Context: an optimization exercise on an open-source flow, tuned for small area, a short achievable clock period and few clock cycles per item. The choices shown serve that exercise and are no tape-out recipe.
In this exercise RTL edits were held to simulation tests only and were not proved equivalent to the original.

== onyx ==
// pid_mc_core
module pid_mc_core #(
   parameter int                        W         = 16,
   parameter int                        FRAC      = 15,
   parameter int                        IACC_W    = 32,
   parameter int                        NCH       = 4,
   parameter logic signed [IACC_W-1:0]  I_ACC_MAX = 32'sh0FFFFFFF,
   parameter logic signed [IACC_W-1:0]  I_ACC_MIN = -32'sh10000000,
   parameter int                        DF_SHIFT  = 2,
   localparam int                       CH_W      = $clog2(NCH)
) (
   input  logic            clk,
   input  logic            rst_n,
   input  logic            in_valid,
   output logic            in_ready,
   input  logic [CH_W-1:0] in_ch,
   input  logic [W-1:0]    v_in,
   input  logic [W-1:0]    v_ref,
   input  logic            cfg_we,
   input  logic [CH_W-1:0] cfg_ch,
   input  logic [1:0]      cfg_sel,
   input  logic [W-1:0]    cfg_data,
   input  logic            ch_clr,
   input  logic [CH_W-1:0] ch_clr_id,
   output logic            out_valid,
   output logic [CH_W-1:0] out_ch,
   output logic [W-1:0]    u_out,
   output logic            u_sat
);
Size: about 7900 cells after synthesis, roughly 82 I/O pins, about 0.073 mm² of cells after synthesis.
export LEC_CHECK = 0
export ABC_AREA = 1
export CAP_MARGIN = 20
export CORE_MARGIN = 2
export CORE_UTILIZATION = 40
export SETUP_SLACK_MARGIN = 5
export SLEW_MARGIN = 20
create_clock -name core_clock -period 10.0 [get_ports {clk}]
standard.sh (not shown) runs the stock make flow with config.mk's settings and CLKGATE_MAP_FILE= SYNTH_SCRIPT=/design/flow/synth_recipe.tcl, a recipe that flattens the netlist after the stock synthesis.
==> flow/flow/run.sh <==
#!/bin/bash
# Standard layout, with timing repair aimed below the clock period: repair_timing
# works towards a setup slack of MARGIN ns at the design's period.
set -euo pipefail
MARGIN=${MARGIN:-6.6}
bash standard.sh synth > synth.log 2>&1
bash standard.sh SETUP_SLACK_MARGIN=$MARGIN finish > layout.log 2>&1
Testbench counts of onyx, summed over its fixed seeds: cycles 4,943, items 4,800.
## Diff of input files: ember against onyx
==> flow/flow/run.sh <==
#!/bin/bash
# Standard layout, with timing repair aimed below the clock period (repair_timing
# works towards a setup slack of MARGIN ns at the design's period) and a clock tree
# built without dummy balancing loads.
set -euo pipefail
MARGIN=${MARGIN:-6.45}
CTS="-sink_clustering_enable -repair_clock_nets -dont_use_dummy_load -sink_clustering_size 24 -sink_clustering_max_diameter 80"
bash standard.sh synth > synth.log 2>&1
bash standard.sh SETUP_SLACK_MARGIN=$MARGIN "CTS_ARGS=$CTS" finish > layout.log 2>&1
In the flow results for onyx and ember, the footprint of the multi-input gates is smaller on ember. Re global-route wire length before repair: ember is about 1.1% down on onyx. Met3 track demand over resource: ember vs onyx down 0.43 points. Between onyx and ember, hold slack is lower for onyx, ember comes in above that. Comparing onyx and ember, the lower post-route clock period utilization was measured on onyx. Re clock network latency to the later pin of the worst-skew pair: onyx was higher than ember.
Inputs modified between ember and sierra:
Settings: CORE_UTILIZATION now 55, was 40.
==> flow/flow/run.sh <==
#!/bin/bash
# Standard layout, with timing repair aimed below the clock period: repair_timing
# works towards a setup slack of MARGIN ns at the design's period.
set -euo pipefail
MARGIN=${MARGIN:-6.6}
bash standard.sh synth > synth.log 2>&1
bash standard.sh SETUP_SLACK_MARGIN=$MARGIN finish > layout.log 2>&1
--- outcome ---
sierra: PASS, flow complete, no timing, DRC or antenna violations. sierra gives less floorplan die area than ember did. Delta (sierra minus ember): number of cells in the design after placement has decreased, fraction of area in multi-input gates now sits lower, final period utilization fell by 0.33 points, well-tap cell count now smaller, minimum clock period after layout went down 0.033 ns. Relative to ember, total track usage increased by 11 points in sierra. Going from ember to sierra, maximum single-stage delay on the critical path grows by 0.41 ns. The final setup slack of the worst path of sierra exceeds that of ember by 0.033 ns.
> inputs changed (sierra -> willow)
Settings: CORE_UTILIZATION: 55 -> 40.
diff --git a/flow/flow/run.sh b/flow/flow/run.sh
--- a/flow/flow/run.sh
+++ b/flow/flow/run.sh
@@ -4,3 +4,3 @@
 set -euo pipefail
-MARGIN=${MARGIN:-6.6}
+MARGIN=${MARGIN:-6.3}
 bash standard.sh synth > synth.log 2>&1
==> comparison <==
willow ended up with sky130_fd_sc_hd__dfxtp_2 as its critical-path cell with the highest stage delay; sierra ended up with sky130_fd_sc_hd__xor2_1. In the flow results for willow and sierra, the global-route usage is larger on sierra. willow ends up with a initial core utilization that is 15 points lower than in sierra. willow vs. sierra: largest fanout on the critical path went up by 43; wire length of the first global-routing pass went down by 4.4%. Looking at synthesis-to-finish area growth, willow sits below sierra. sierra → willow: count of TritonRoute iterations in the first routing pass now sits lower; shortest clock period the worst path allows after layout higher. On footprint of the multi-input gates, the lower figure sits with willow, not sierra. Per the comparison of willow with sierra, final area saw a decrease, routed wire length now sits lower.
What amber does differently from willow at the input level:
Settings: swapping 40 for 55 in CORE_UTILIZATION.
==> flow/flow/run.sh <==
#!/bin/bash
# Standard layout, with timing repair aimed below the clock period (repair_timing
# works towards a setup slack of MARGIN ns at the design's period) and a clock tree
# built without dummy balancing loads.
set -euo pipefail
MARGIN=${MARGIN:-6.6}
CTS="-sink_clustering_enable -repair_clock_nets -dont_use_dummy_load -sink_clustering_size 24 -sink_clustering_max_diameter 80"
bash standard.sh synth > synth.log 2>&1
bash standard.sh SETUP_SLACK_MARGIN=$MARGIN "CTS_ARGS=$CTS" finish > layout.log 2>&1
Result: PASS for each of willow and amber. Number of gates given a new drive strength after cts for amber: 140% up relative to willow. Going from willow to amber, final routed wirelength across all metal layers shows an increase of 16000 µm; full die area dropped about 27%; data arrival at the endpoint of the critical path dropped 0.25 ns.

==> separate check: timing with driven ports <==
Ports are ideal in the flow. The routed layouts listed here were re-timed in OpenROAD.
Step 1 assumes that a clkbuf_16 drives the clock port and a buf_2 every other input.
Step 2 adds t to the input delays and takes it off the output delays; t is the mean of the earliest and latest rising clock arrival at the registers after step 1. Input paths then give back, and output paths get back, about the clock's delay inside the block.
a / b / c = ideal / step 1 / step 2; a / b = the first two.
run	t, ns	setup slack, ns	hold WS [ns]	worst setup path at the end	pins driven straight from the clock port
onyx	0.888	6.558 / 6.558 / 6.279	0.312 / 0.312 / 0.312	input to register	1
ember	0.778	6.446 / 6.446 / 6.301	0.316 / 0.316 / 0.316	input to register	1
sierra	0.852	6.479 / 6.479 / 6.365	0.317 / 0.317 / 0.317	input to register	1
willow	0.893	6.331 / 6.286 / 6.289	0.312 / 0.312 / 0.312	input to register	1
amber	0.773	6.470 / 6.470 / 6.418	0.279 / 0.279 / 0.279	input to register	1
After both steps every run listed still meets setup and hold. The setup slack of onyx, which loses most, moves by 0.000 ns with the drivers and by -0.279 ns with both steps.
